Background: an optimization exercise with open tools, aiming at small area. Do not read the settings as production practice. Only simulation tests tie the RTL to the original design; equivalence was not proved. Power is estimated from default activity; no workload was simulated.

===== config.mk =====
export PLATFORM = sky130hd
export DESIGN_NAME = block_game_top
export DESIGN_NICKNAME = block_game_top
export VERILOG_FILES = /design/flow/design.v
export SDC_FILE = /design/flow/constraint.sdc
export NUM_CORES = 4
export LEC_CHECK = 0
export ABC_AREA = 1
export CAP_MARGIN = 20
export CORE_MARGIN = 2
export CORE_UTILIZATION = 40
export SLEW_MARGIN = 20

===== constraint.sdc =====
create_clock -name core_clock -period 10.0 [get_ports {clock}]
set_input_delay 2.0000 -clock core_clock [delete_from_list [all_inputs] [get_ports {clock}]]
set_output_delay 2.0000 -clock core_clock [all_outputs]
set_load 0.01 [all_outputs]

===== design.v =====
package screen_pkg;
	typedef logic [8-1:0] coord_x_t;
	typedef logic [7-1:0] coord_y_t;
	typedef logic [3-1:0] colour_t;
	typedef struct packed {
		coord_x_t x;
		coord_y_t y;
		colour_t colour;
	} pixel_t;
endpackage
package game_pkg;
	typedef logic [$clog2(5)-1:0] lane_t;
	typedef logic [$clog2(10)-1:0] slot_index_t;
	typedef enum logic [1:0] {
		heading_down,
		heading_left,
		heading_up,
		heading_right
	} heading_t;
	typedef struct packed {
		logic occupied;
		heading_t heading;
		logic [8-1:0] x;
		logic [7-1:0] y;
	} block_t;
	typedef enum logic [2:0] {
		state_idle,  
		state_armed,  
		state_capture,
		state_load,
		state_draw,
		state_hold,
		state_erase,
		state_step
	} game_state_t;
endpackage
module block_game_top (
	input logic clock,
	input logic reset,
	input logic go,
	input logic [1:0] heading,
	output logic plot,
	output logic [17:0] pixel  
);
	logic armed;  
	logic running;  
	logic busy;  
	logic ph;  
	logic [4:0] col;
	logic [4:0] row;  
	logic sh;
	logic [2:0] sl;  
	logic wh;
	logic [2:0] wl;  
	logic sat;  
	logic [4:0][4:0] ent;  
	logic [2:0] count;
	logic [2:0] current;
	logic [2:0] lane;
	always_comb
	begin
		if ({1'b0, count} == {1'b0, current} + 4'd1)
			lane = (count == 3'd4) ? 3'd0 : count + 3'd1;
		else if ({1'b0, count} + 4'd1 == {1'b0, current})
			lane = (count == 3'd0) ? 3'd4 : count - 3'd1;
		else
			lane = count;
	end
	logic borrow;
	logic live;
	logic [2:0] p;
	logic [4:0] e;
	logic [2:0] xl;
	logic [2:0] yl;
	logic [2:0] mv;
	assign borrow = (sl >= wl);
	assign live = sat ? !(wh ^ sh ^ borrow) : (!sh && (sl < wl));
	always_comb
	begin
		case ({wl, sl})
			{3'd0, 3'd0}, {3'd1, 3'd1}, {3'd2, 3'd2}, {3'd3, 3'd3}, {3'd4, 3'd4}: p = 3'd4;
			{3'd1, 3'd0}, {3'd2, 3'd1}, {3'd3, 3'd2}, {3'd4, 3'd3}, {3'd0, 3'd4}: p = 3'd0;
			{3'd2, 3'd0}, {3'd3, 3'd1}, {3'd4, 3'd2}, {3'd0, 3'd3}, {3'd1, 3'd4}: p = 3'd1;
			{3'd3, 3'd0}, {3'd4, 3'd1}, {3'd0, 3'd2}, {3'd1, 3'd3}, {3'd2, 3'd4}: p = 3'd2;
			default: p = 3'd3;
		endcase
	end
	assign e = ent[sl];
	assign mv = (e[4] ^ e[3]) ? {~p[2] & ~p[1] & ~p[0], p[1] ^ p[0], p[0]} : p;  
	assign xl = e[3] ? mv : e[2:0];
	assign yl = e[3] ? e[2:0] : mv;
	logic row_end;
	logic slot_done;
	logic gap_end;
	logic capture;
	logic load;
	assign row_end = (col == 20 - 1);
	assign slot_done = !live || (row_end && row == 20 - 1);
	assign gap_end = ph ? (col == 5'd4) : (row == 5'd3 && col == 5'd5);
	assign capture = running && !busy && ph && col == 5'd2;
	assign load = running && !busy && ph && col == 5'd3;
	always_ff @(posedge clock)
	begin
		if (!reset)
		begin
			armed <= 1'b0;
			running <= 1'b0;
			busy <= 1'b0;
		end
		else if (!running)
		begin
			if (!armed)
				armed <= go;
			else if (!go)
			begin
				running <= 1'b1;
				busy <= 1'b0;
			end
		end
		else if (busy ? (slot_done && sh && sl == 3'd4) : gap_end)
			busy <= !busy;
	end
	always_ff @(posedge clock)
	begin
		if (!running)
		begin
			ph <= 1'b1;
			col <= 5'd2;
			row <= 5'd0;
		end
		else if (busy ? slot_done : gap_end)
		begin
			col <= '0;
			row <= '0;
			if (!busy)
			begin
				ph <= !ph;
				sh <= 1'b0;
				sl <= 3'd0;
			end
			else if (sl == 3'd4)
			begin
				sh <= 1'b1;
				sl <= 3'd0;
			end
			else
				sl <= sl + 1'b1;
		end
		else if (row_end)
		begin
			col <= '0;
			row <= row + 1'b1;
		end
		else
			col <= col + 1'b1;
	end
	always_ff @(posedge clock)
	begin
		if (!reset)
		begin
			count <= '0;
			current <= '1;
			wh <= 1'b0;
			wl <= 3'd0;
			sat <= 1'b0;
		end
		else
		begin
			count <= (count == 5 - 1) ? '0 : count + 1'b1;
			if (capture)
				current <= count;
			if (load)
			begin
				if (wl == 3'd4)
				begin
					wl <= 3'd0;
					wh <= !wh;
					sat <= 1'b1;
				end
				else
					wl <= wl + 1'b1;
			end
		end
	end
	always_ff @(posedge clock)
	begin
		if (capture)
			ent[wl] <= {heading, lane};
	end
	assign plot = busy && live;
	logic [7:0] bx;
	logic [6:0] by;
	always_comb
	begin
		case (xl)
			3'd0: bx = 8'd27;
			3'd1: bx = 8'd48;
			3'd2: bx = 8'd69;
			3'd3: bx = 8'd90;
			default: bx = 8'd111;
		endcase
		case (yl)
			3'd0: by = 7'd7;
			3'd1: by = 7'd28;
			3'd2: by = 7'd49;
			3'd3: by = 7'd70;
			default: by = 7'd91;
		endcase
	end
	assign pixel[17:10] = bx + {3'd0, col};
	assign pixel[9:3] = by + {2'd0, row};
	assign pixel[2:0] = ph ? 3'd0 : 3'd4;
endmodule

===== run.sh =====
#!/bin/bash
# synth_recipe.tcl (not shown) runs the flow's synth.tcl, then flattens the netlist and writes it again
# the make line also repeats each setting of config.mk as NAME=value (left out here)
make -C /OpenROAD-flow-scripts/flow DESIGN_CONFIG=/design/flow/config.mk WORK_HOME=/design/flow/orfs CLKGATE_MAP_FILE= SYNTH_SCRIPT=/design/flow/synth_recipe.tcl finish

==> results of run 1 <==
[kinds of logic after synthesis]
logic type               count (synthesis)  share of synthesized area
AND/OR/NAND/NOR                        245                      0.282
buffers and inverters                   77                     0.0815
adder cells (fa/ha/maj)                 37                      0.120
AO/OA/AOI/OAI                           87                      0.120
other                                    1                   0.000943
multiplexers                             2                    0.00566
XOR/XNOR                                20                     0.0440
flip-flops                              54                      0.345
[path summary, 6_finish.rpt]
| check | start | end | slack [ps] | cells after the start |
|---|---|---|---|---|
| min | armed$_SDFFE_PN0N_ | armed$_SDFFE_PN0N_ | 470 | 2 |
| max | sl[0]$_SDFFCE_PN0P_ | pixel[16] | 3450 | 22 |
| min reg2reg | armed$_SDFFE_PN0N_ | armed$_SDFFE_PN0N_ | 470 | 2 |
| max reg2reg | wl[0]$_SDFFE_PN0P_ | ent[24]$_DFFE_PP_ | 6450 | 9 |
[flip-flops by register name, indices dropped and copies added, names as in the netlist, 3 cells and up]
signal and count:
col 5, count 3, current 3, ent 25, row 5, sl 3, wl 3
[through the flow]
step / cells / hold WS [ps]
after detailed placement: 667 / 453
after CTS: 675 / 468
after floorplan: 524 / 421
final: 675 / 467
after global placement: 667 / 435
after global routing: 675 / 479
[layout make-up]
| class | count | share of cell area |
|---|---|---|
| clock buffer | 8 | 0.0253 |
| inverter | 66 | 0.0575 |
| multi-input combinational | 393 | 0.520 |
| sequential | 54 | 0.312 |
| tap | 133 | 0.0378 |
| timing repair buffer | 21 | 0.0478 |
[synthesized netlist by cell type, types with 2 or more instances]
cell and number:
o21ai_1 2, nand2_1 119, nor3b_1 3, nand2_4 3, a21oi_1 21, fa_1 2
o22ai_1 3, nor3_1 5, nor2_1 46, inv_2 4, xor2_1 15, dfxtp_1 25
buf_6 2, xnor2_1 5, ha_1 35, buf_4 3, buf_2 3, o211ai_1 3
nand4_1 5, edfxtp_1 29, o21ai_0 44, o31ai_1 2, nand3_2 7, nand2_2 10
a21o_1 2, nand3_1 40, clkbuf_1 3, mux2_2 2, nand3b_1 4, inv_1 61
a31oi_1 5
[report_power, final]
| part | switching [mW] | internal [mW] | total (mW) |
|---|---|---|---|
| Clock | 0.0744 | 0.0718 | 0.146 |
| Sequential | 0.00830 | 0.243 | 0.251 |
| Combinational | 0.0483 | 0.0335 | 0.0817 |
[per-layer routing]
layer	vias to the layer above	part of all wire
li1	1767	-
met1	1647	0.50
met2	64	0.46
met3	6	0.032
met4	0	0.011
met5	-	0
[worst max-delay path, delay by kind of cell (launching register included)]
family	cells	cell delay [ps]
simple gates	13	1170
fa+ha+maj	3	970
buf+inv	3	870
flops	1	730
compound gates	3	470
==> reports/results.tsv, run 1 <==
metric	value	unit
hold_viol_final	0	
met3_usage	0.0208	
synth_edf_count	29	
fp.dieW	104	um
finalPower	479	uW
worst_setup_path_start_kind	register	
wirelength	9.12	mm
fin_ws	3450	ps
n_fill_cell	997	
synthTopCellsByArea	edfxtp_1 22%, dfxtp_1 13%, nand2_1 11%	
ant_nets	0	
fin_util	0.452	
drc	0	
drive_above_1_share	0.0683	
peakVddDrop	0.0681	mV
finalCritPeriodShare	0.655	
max_cap_viol_count	0	
htreeDepth	2	
multiInputGateArea	0.00229	mm^2
setup_viol	0	
antenna_found_initial	0	
synth_seq_cells	54	
first_iter_violations	226	
core-area	0.00973	mm^2
diodes	0	
hp-class	reg2reg	
clk_pin_slew	110	ps
post-cts-setup-buffers	0	
rsz0062_at_grt	no	
worstPathArrival	4550	ps
ios	24	
dr_total_vias	3484	
status	no timing/DRC/antenna violations	
cts_buffers	5	
clk_latency	330	ps
place_hpwl	7.06	mm
globalplace.congestion	0.875	
cp_slowest_stage_delay	730	ps
crit_path_cell_trace	inv_2 -> ha_1 -> inv_1 -> nand2_1 -> nand2_1 -> nand2_1 -> nand3_1 -> nand3_1 -> nand2_2 -> nor2_1 -> nand2_1 -> nand3_2 -> nand2_2 -> nand2_1 -> ha_1 -> fa_1 -> a21oi_1 -> o21bai_1 -> a21oi_1 -> nand3_1 -> nand3_1 -> clkdlybuf4s50_1	
finalClockSkew	20.2	ps
synthCells	523	
yosys.area.top_type	edfxtp_1	
max_clock_freq	0.153	GHz
row_count	36	
yosysSeqAreaShare	0.345	
p_per_area	109	mW/mm^2
wl_per_cell	13.5	um
worstPathMaxFanout	17	
final_common_cell	nand2_1	
grtUsageTotal	0.175	
overflow	0	
fin_area	0.00440	mm^2
cts-root-buf	clkbuf_8	
cts_hold_buf	0	
end_kind	output pin	
nets	583	
syn_area	0.00398	mm^2
critPathKind	reg2out	
final_cell_mix	119 x nand2_1, 61 x inv_1, 46 x nor2_1	
cts_buffer_depth	2	
io_buffers	21	
grt_max_degree	26	
ys_warn_count	1	
register_area	0.00137	mm^2
start_util	0.409	
grt_pass1_vias	3274	
drt_first_pass_iters	5	
synth_top_area_share	0.219	
area_growth	10.6	%
fin_tns_setup	0	ps
tightest_slew	970	ps
grt_pass1_wl	15.7	mm
vias_per_cell	5.16	
cts_tree	yes	
fin_crit	6550	ps
met1_usage	0.249	
preCtsSetupSlack	3850	ps
slew_viol_final	0	
dpl_cell_area	0.00429	mm^2
ctsResizeCount	0	
die_h	104	um
grt.busiest_layer	met2	
clkSinkCount	54	
die-area	0.0108	mm^2
worstPathRequired	8000	ps
synthArstFlopShare	0	
power_leakage	1.89	nW
relSlewSlack	0.353	
crit_top_cell	nand2_1	
ys_types	41	
crit_path_top_delay_cell	edfxtp_1	
synthFlopType	edfxtp_1	
syn_area_per_cell	7.61	um^2
grt.met2_usage	0.285	
==> run 2: changes to the inputs <==
--- a/design.v
+++ b/design.v
@@ -50,17 +50,26 @@
 	logic [4:0] row;  
-	logic sh;
-	logic [2:0] sl;  
-	logic wh;
-	logic [2:0] wl;  
+	logic [3:0] r;  
+	logic [3:0] newest;  
 	logic sat;  
-	logic [4:0][4:0] ent;  
+	logic [4:0][4:0] blocks;  
 	logic [2:0] count;
-	logic [2:0] current;
 	logic [2:0] lane;
+	logic [3:0] newest_inc;
+	assign newest_inc = (newest == 4'd9) ? 4'd0 : newest + 4'd1;
 	always_comb
 	begin
-		if ({1'b0, count} == {1'b0, current} + 4'd1)
-			lane = (count == 3'd4) ? 3'd0 : count + 3'd1;
-		else if ({1'b0, count} + 4'd1 == {1'b0, current})
-			lane = (count == 3'd0) ? 3'd4 : count - 3'd1;
+		if (sat)
+			case (count)
+				3'd1: lane = 3'd2;
+				3'd2: lane = 3'd3;
+				3'd3: lane = 3'd4;
+				default: lane = 3'd0;
+			endcase
+		else if (newest == 4'd0)
+			case (count)
+				3'd1: lane = 3'd0;
+				3'd2: lane = 3'd1;
+				3'd3: lane = 3'd2;
+				default: lane = 3'd4;
+			endcase
 		else
@@ -68,6 +77,5 @@
 	end
-	logic borrow;
 	logic live;
+	logic [4:0] e;
 	logic [2:0] p;
-	logic [4:0] e;
 	logic [2:0] xl;
@@ -75,15 +83,5 @@
 	logic [2:0] mv;
-	assign borrow = (sl >= wl);
-	assign live = sat ? !(wh ^ sh ^ borrow) : (!sh && (sl < wl));
-	always_comb
-	begin
-		case ({wl, sl})
-			{3'd0, 3'd0}, {3'd1, 3'd1}, {3'd2, 3'd2}, {3'd3, 3'd3}, {3'd4, 3'd4}: p = 3'd4;
-			{3'd1, 3'd0}, {3'd2, 3'd1}, {3'd3, 3'd2}, {3'd4, 3'd3}, {3'd0, 3'd4}: p = 3'd0;
-			{3'd2, 3'd0}, {3'd3, 3'd1}, {3'd4, 3'd2}, {3'd0, 3'd3}, {3'd1, 3'd4}: p = 3'd1;
-			{3'd3, 3'd0}, {3'd4, 3'd1}, {3'd0, 3'd2}, {3'd1, 3'd3}, {3'd2, 3'd4}: p = 3'd2;
-			default: p = 3'd3;
-		endcase
-	end
-	assign e = ent[sl];
+	assign live = sat ? (r < 4'd5) : (r < newest_inc);
+	assign p = r[2:0];
+	assign e = blocks[p];
 	assign mv = (e[4] ^ e[3]) ? {~p[2] & ~p[1] & ~p[0], p[1] ^ p[0], p[0]} : p;  
@@ -95,3 +93,2 @@
 	logic capture;
-	logic load;
 	assign row_end = (col == 20 - 1);
@@ -100,3 +97,2 @@
 	assign capture = running && !busy && ph && col == 5'd2;
-	assign load = running && !busy && ph && col == 5'd3;
 	always_ff @(posedge clock)
@@ -114,8 +110,5 @@
 			else if (!go)
-			begin
 				running <= 1'b1;
-				busy <= 1'b0;
-			end
 		end
-		else if (busy ? (slot_done && sh && sl == 3'd4) : gap_end)
+		else if (busy ? (slot_done && r == newest_inc) : gap_end)
 			busy <= !busy;
@@ -137,12 +130,6 @@
 				ph <= !ph;
-				sh <= 1'b0;
-				sl <= 3'd0;
-			end
-			else if (sl == 3'd4)
-			begin
-				sh <= 1'b1;
-				sl <= 3'd0;
+				r <= newest;
 			end
 			else
-				sl <= sl + 1'b1;
+				r <= (r == 4'd0) ? 4'd9 : r - 4'd1;
 		end
@@ -161,5 +148,3 @@
 			count <= '0;
-			current <= '1;
-			wh <= 1'b0;
-			wl <= 3'd0;
+			newest <= 4'd9;
 			sat <= 1'b0;
@@ -170,13 +155,6 @@
 			if (capture)
-				current <= count;
-			if (load)
 			begin
-				if (wl == 3'd4)
-				begin
-					wl <= 3'd0;
-					wh <= !wh;
+				newest <= newest_inc;
+				if (newest == 4'd3)
 					sat <= 1'b1;
-				end
-				else
-					wl <= wl + 1'b1;
 			end
@@ -187,5 +165,4 @@
 		if (capture)
-			ent[wl] <= {heading, lane};
+			blocks <= {blocks[3:0], heading, lane};
 	end
-	assign plot = busy && live;
 	logic [7:0] bx;
@@ -209,2 +186,3 @@
 	end
+	assign plot = busy && live;
 	assign pixel[17:10] = bx + {3'd0, col};
--- a/config.mk
+++ b/config.mk
@@ -10,3 +10,3 @@
 export CORE_MARGIN = 2
-export CORE_UTILIZATION = 40
+export CORE_UTILIZATION = 70
 export SLEW_MARGIN = 20
==> reports/results.tsv, run 2 <==
metric	value	unit
ys_warn_count	1	
synthFlopType	edfxtp_1	
worst_setup_path_start_kind	register	
dp_cells	446	
cts_hold_buf	0	
dr_total_vias	2494	
status	no timing/DRC/antenna violations	
slew_viol_final	0	
largest_register_ffs	25	
core-area	0.00435	mm^2
internal_power	300	uW
top_register	blocks	
io_buffers	21	
drive_above_1_share	0.0896	
nets	434	
relSlewSlack	0.623	
grt_max_degree	32	
cts_buffer_depth	2	
area_growth	11.0	%
wirelength	5.77	mm
ff2ff_setup_slack	7580	ps
rsz0062_at_grt	no	
setup_viol	0	
fin_area	0.00351	mm^2
seq_power_share	0.582	
fp.dieW	71.2	um
die-area	0.00507	mm^2
globalplace.congestion	0.875	
post-cts-setup-buffers	0	
yosys.area.top_type	edfxtp_1	
fin_crit	6110	ps
r2r_cells	8	
tightest_slew	560	ps
wl_per_cell	12.7	um
ys_types	38	
finalCritPeriodShare	0.611	
end_kind	output pin	
drt_first_pass_iters	4	
cts-root-buf	clkbuf_8	
die_h	71.2	um
worstPathMaxFanout	16	
antenna_found_initial	0	
diodes	0	
ys_top_cells_by_count	74 x nand2_1, 51 x inv_1, 38 x nand3_1, 31 x nor2_1, 29 x edfxtp_1	
cts_tree	yes	
hp-class	reg2reg	
yosysSeqAreaShare	0.415	
final_cells	454	
clockPowerShare	0.304	
dpl_cell_area	0.00341	mm^2
clk_latency	310	ps
vias_per_cell	5.49	
start_util	0.726	
power_leakage	1.58	nW
switching_power	102	uW
grt_pass1_wl	9.56	mm
hold_viol_final	0	
syn_area	0.00316	mm^2
first_iter_violations	154	
p_per_area	115	mW/mm^2
synthArstFlopShare	0	
switching_share	0.254	
reg_top3	blocks x25, col x5, row x5	
ant_nets	0	
place_hpwl	4.48	mm
fin_tns_setup	0	ps
final_cell_mix	74 x nand2_1, 51 x inv_1, 38 x nand3_1	
max_clock_freq	0.164	GHz
synth_edf_count	29	
overflow	0	
peakVddDrop	0.106	mV
ctsResizeCount	0	
clk_pin_slew	100	ps
combPwrFrac	0.114	
max_cap_viol_count	0	
ios	24	
worstPathRequired	8000	ps
final_common_cell	nand2_1	
finalClockSkew	6.91	ps
yosysMostFrequentCell	nand2_1	
worstPathArrival	4110	ps
critPathKind	reg2out	
r2r-end	r[0]$_DFFE_PP_	
drc	0	
row_count	24	
synth_top_area_share	0.276	
endpoint	pixel[8]	
synth_seq_cells	51	
grt_pass1_vias	2204	
clkSinkCount	51	
cts_buffers	5	
startpoint	r[0]$_DFFE_PP_	
synthCells	375	
synthTopCellsByArea	edfxtp_1 28%, dfxtp_1 14%, ha_1 10%	
reg2reg_from	r[0]$_DFFE_PP_	
syn_area_per_cell	8.42	um^2
htreeDepth	2	
grtUsageTotal	0.237	
n_fill_cell	282	
[run 2: cell types whose count changed after synthesis, moves of 3 or more]
cell / previous run / this run
dfxtp_1: 25 / 22
a21oi_1: 21 / 18
ha_1: 35 / 26
buf_2: 3 / 0
inv_1: 61 / 51
o22ai_1: 3 / 0
nand2_1: 119 / 74
clkbuf_1: 3 / 0
nor3b_1: 3 / 0
o21ai_0: 44 / 15
nor2_1: 46 / 31
xor2_1: 15 / 10
[run 2: critical path, cell delays in order (launching register included)]
cell             delay [ps]
edfxtp_1                590
inv_2                   290
nand2_1                  90
nand3_1                 120
nand3_4                 150
o21ai_0                 490
inv_1                   190
nand2_2                 140
nand2_1                  50
inv_1                    50
ha_1                    270
a21oi_1                 180
nand2_1                 110
a21oi_1                 150
inv_1                    60
a21oi_1                 160
nand4_1                 110
nand2_1                  70
clkdlybuf4s50_1         530
[run 2: layout make-up]
cell class,count,area (um^2),area share
clock inverters,3,27.5,0.00785
multi-input cells,266,1610,0.459
well taps,52,65.1,0.0185
flip-flops and latches,51,1310,0.374
clock buffers,5,68.8,0.0196
repair buffers,22,218,0.0621
inverters,55,209,0.0596
[run 2: worst min-delay path by stage]
stage	depth (start not counted)	startpoint	slack, ps	endpoint
final	0	blocks[6]$_DFFE_PP_	450	blocks[11]$_DFFE_PP_
after global routing	0	blocks[3]$_DFFE_PP_	470	blocks[8]$_DFFE_PP_
after CTS	2	armed$_SDFFE_PN0N_	460	running$_SDFF_PN0_
after detailed placement	0	blocks[6]$_DFFE_PP_	440	blocks[11]$_DFFE_PP_
after global placement	0	blocks[3]$_DFFE_PP_	430	blocks[8]$_DFFE_PP_
after floorplan	1	running$_SDFF_PN0_	420	col[1]$_SDFF_PN1_
[run 2: metal layers]
layer | GRT usage | share of wire
met5 | 0 | 0
met4 | 0.0839 | 0.016
met3 | 0.0456 | 0.038
met2 | 0.384 | 0.48
met1 | 0.319 | 0.47
[run 2: kinds of logic (layout without fill, tap and decap cells)]
logic type                 after synthesis  in the layout  share of synthesized area
and+or+nand+nor                        175            175                      0.269
buffers and inverters                   59             85                     0.0768
DFF                                     51             51                      0.415
AOI/OAI and AO/OA                       48             48                     0.0863
adders and majority gates               28             28                      0.116
xor gates and xnor gates                13             13                     0.0360
other                                    1              2                    0.00119
[run 2: through the flow]
stage                     hold WS (ps)  setup slack [ps]   util  power, mW
after floorplan                    416              5210      -      0.270
after global placement             432              4450  0.784      0.283
after detailed placement           439              4290  0.784      0.285
after CTS                          460              3930  0.806      0.404
after global routing               470              3490  0.806      0.418
final                              455              3890  0.806      0.403
[run 2: power by group through the flow]
stage	Combinational (mW)	Clock, mW	Sequential (mW)
global route	0.0524	0.131	0.235
finish	0.0458	0.122	0.234
global placement	0.0443	0	0.239
detailed placement	0.0455	0	0.239
floorplan	0.0329	0	0.238
CTS	0.0460	0.124	0.234

## re-timing with driven ports
No port has a modelled driver above. Below, the same layouts with a new extraction and two added sets of constraints.
Step 1, drivers: a clkbuf_16 drives clock and a buf_2 each remaining input, both assumed.
Step 2 also shifts input and output timing later by t, the mid clock arrival at the registers, as if the neighbouring blocks saw the same clock.
Slacks: no drivers / after step 1 / after step 2; pairs: no drivers / after step 1.
run	t (ns)	setup WS [ns]	worst data-port slew with drivers (ns)	cell pins on the clock port's net
run 1	0.350	3.454 / 3.421 / 3.770	0.03	1
run 2	0.331	3.889 / 3.861 / 4.191	0.06	1
After both steps setup and hold are still met in every run listed.
